From an optimization exercise on the open Yosys and OpenROAD flow, aimed at small area and a short achievable clock period; shortcuts taken in it are not production practice. Function was checked by simulation only, so behaviour that the tests miss may differ from the original. Power is estimated from default activity; no workload was simulated.

// validator_array
module validator_array
#(
    parameter int W     = validator_pkg::W_DEF,
    parameter int LANES = validator_pkg::LANES_DEF,
    parameter int DEPTH = validator_pkg::DEPTH_DEF,
    parameter int DW    = validator_pkg::DW_DEF
) (
    input  logic               clk,
    input  logic               rst,
    input  logic               i_valid,
    input  logic [W-1:0]       i_transaction,
    output logic               i_ready,
    input  logic [DW-1:0]      i_difficulty,
    output logic [LANES-1:0]   lane_valid_o,
    output logic [LANES*W-1:0] lane_data_o,
    input  logic [LANES-1:0]   lane_ack_i,
    input  logic [LANES-1:0]   res_valid_i,
    input  logic [LANES*W-1:0] res_data_i,
    output logic [LANES-1:0]   res_ack_o,
    output logic               o_valid,
    output logic [W-1:0]       o_hash,
    input  logic               o_ready,
    output logic [validator_pkg::CNT_W-1:0]   o_pass_count,
    output logic [validator_pkg::CNT_W-1:0]   o_drop_count
);
Size: about 8,800 cells after synthesis, roughly 4,400 flip-flops, ~1,400 I/O pins, roughly 160,000 um^2 of cells after synthesis.
clock: 5.5 ns
lec_check: 0
abc_clock_period_in_ps: 2800
cap_margin: 20
core_margin: 2
core_utilization: 45
cts_cluster_diameter: 150
cts_cluster_size: 20
setup_slack_margin: 2.5
slew_margin: 20
synth_hierarchical: 1
standard.sh (not shown) runs the stock make flow with config.mk's settings and CLKGATE_MAP_FILE= SYNTH_SCRIPT=/design/flow/synth_recipe.tcl, a recipe that flattens the netlist after the stock synthesis.
==> flow/flow/run.sh <==
#!/bin/bash
export BUFFER_PORTS_ARGS="-buffer_cell sky130_fd_sc_hd__buf_1"
bash standard.sh > standard.log 2>&1
Then changed:
--- a/flow/design.v
+++ b/flow/design.v
@@ -64,42 +64,39 @@
     always_ff @(posedge clk) begin
         if (rst || to_store) wr_oh_q <= rst ? SD'(1) : {wr_oh_q[SD-2:0], wr_oh_q[SD-1]};
         if (rst || store_rd) rd_oh_q <= rst ? SD'(1) : {rd_oh_q[SD-2:0], rd_oh_q[SD-1]};
     end
     for (genvar j = 0; j < SD; j++) begin : g_slot
         logic [W-1:0] q;
         always_ff @(posedge clk) begin
             if (wr_oh_q[j] && !occ_q[DEPTH]) q <= wr_data;
         end
         assign mem_q[j] = q;
     end
-    logic [DEPTH:0]       head_sel;
-    logic [(DEPTH+1)*W-1:0] head_src;
+    logic [DEPTH-1:0]   head_sel;
+    logic [DEPTH*W-1:0] head_src;
     always_comb begin
-        head_sel = {!occ_q[0] && !rd_en,
-                    !multi_q && head_en,
-                    rd_oh_q & {SD{multi_q && rd_en}}};
-        head_src[DEPTH*W +: W] = head_q;
-        head_src[SD*W +: W]    = wr_data;
+        head_sel = {!multi_q, rd_oh_q & {SD{multi_q}}};
+        head_src[SD*W +: W] = wr_data;
         for (int j = 0; j < SD; j++) head_src[j*W +: W] = mem_q[j];
     end
     onehot_mux #(
         .W (W),
-        .N (DEPTH + 1)
+        .N (DEPTH)
     ) u_head_mux (
         .sel (head_sel),
         .src (head_src),
         .y   (head_d)
     );
     always_ff @(posedge clk) begin
-        head_q <= head_d;
+        if (head_en) head_q <= head_d;
     end
 endmodule
 module onehot_mux
 #(
     parameter int W = validator_pkg::W_DEF,
     parameter int N = validator_pkg::DEPTH_DEF
 ) (
     input  logic [N-1:0]   sel,
     input  logic [N*W-1:0] src,
     output logic [W-1:0]   y
 );
@@ -181,57 +178,47 @@
     assign rdy_stay  = ~|(dsel_q  & stuck);
     assign rdy_adv   = ~|(dsel_nx & stuck);
     always_comb begin
         lane_valid_o = ~fifo_empty;
         i_ready      = rdy_q;
     end
     always_comb begin
         res_ack_o = res_valid_i & {LANES{!rst}} & (ack_free_q | (ack_busy_q & {LANES{o_ready}}));
         res_take  = |res_ack_o;
         csel_d    = res_take ? {csel_q[LANES-2:0], csel_q[LANES-1]} : csel_q;
         o_valid_d = res_take || (o_valid_q && !o_ready);
+        o_hash_d  = '0;
+        for (int k = 0; k < LANES; k++) begin
+            o_hash_d = o_hash_d | (res_data_i[k*W +: W] & {W{csel_q[k]}});
+        end
     end
     always_ff @(posedge clk) begin
         if (rst) begin
             csel_q     <= LANES'(1);
             ack_free_q <= LANES'(1);
             ack_busy_q <= '0;
             rdy_q      <= 1'b0;
             o_valid_q  <= 1'b0;
         end else begin
             csel_q     <= csel_d;
             ack_free_q <= csel_d & {LANES{!o_valid_d}};
             ack_busy_q <= csel_d & {LANES{o_valid_d}};
             rdy_q      <= take_pass ? rdy_adv : rdy_stay;
             o_valid_q  <= o_valid_d;
         end
     end
     always_ff @(posedge clk) begin
         if (rst || take_pass) dsel_q <= rst ? LANES'(1) : dsel_nx;
     end
-    logic [LANES:0]       hash_sel;
-    logic [(LANES+1)*W-1:0] hash_src;
-    always_comb begin
-        hash_sel = {o_valid_q && !o_ready, csel_q & {LANES{!o_valid_q || o_ready}}};
-        hash_src = {o_hash_q, res_data_i};
-    end
-    onehot_mux #(
-        .W (W),
-        .N (LANES + 1)
-    ) u_hash_mux (
-        .sel (hash_sel),
-        .src (hash_src),
-        .y   (o_hash_d)
-    );
     always_ff @(posedge clk) begin
-        o_hash_q <= o_hash_d;
+        if (!o_valid_q || o_ready) o_hash_q <= o_hash_d;
     end
     sat_counter #(.CW(validator_pkg::CNT_W)) u_pass_cnt (
         .clk (clk),
         .rst (rst),
         .inc (take && pass_p),
         .q   (pass_cnt_q)
     );
     sat_counter #(.CW(validator_pkg::CNT_W)) u_drop_cnt (
         .clk (clk),
         .rst (rst),
         .inc (take && !pass_d),
Result: With this change the flow reached the layout checks and failed them: slew limit; core utilization drops by 0.99 points; worst hold slack improved by 0.13 ns; die area climbs slightly; routed wire length drops slightly; global-route usage drops by 0.50 points; cell area drops slightly; synthesized cell count drops slightly; first-iteration DRC count drops by a few percent; fmax climbs by roughly a tenth; total power drops slightly; critical path depth drops by 3.

[port drivers added, routing unchanged]
Ports are ideal in the flow. The routed layouts listed here were re-timed in OpenROAD.
Step 1 assumes that a clkbuf_16 drives the clock port and a buf_2 every other input.
Step 2 also shifts input and output timing later by t, the mid clock arrival at the registers, as if the neighbouring blocks saw the same clock.
Three values: ideal ports, drivers, drivers and shift; two values: the first two.
| run | t, ns | setup WS [ns] | worst slew at a driven data input, ns | cell pins on the clock port's net |
|---|---|---|---|---|
| the first run | 1.096 | 1.733 / 1.731 / 0.635 | 0.68 | 1 |
| the second run | 1.077 | 2.117 / 2.139 / 1.062 | 0.69 | 1 |
For the first run, which loses most, drivers alone change the setup slack by -0.002 ns; drivers and shift together by -1.098 ns.
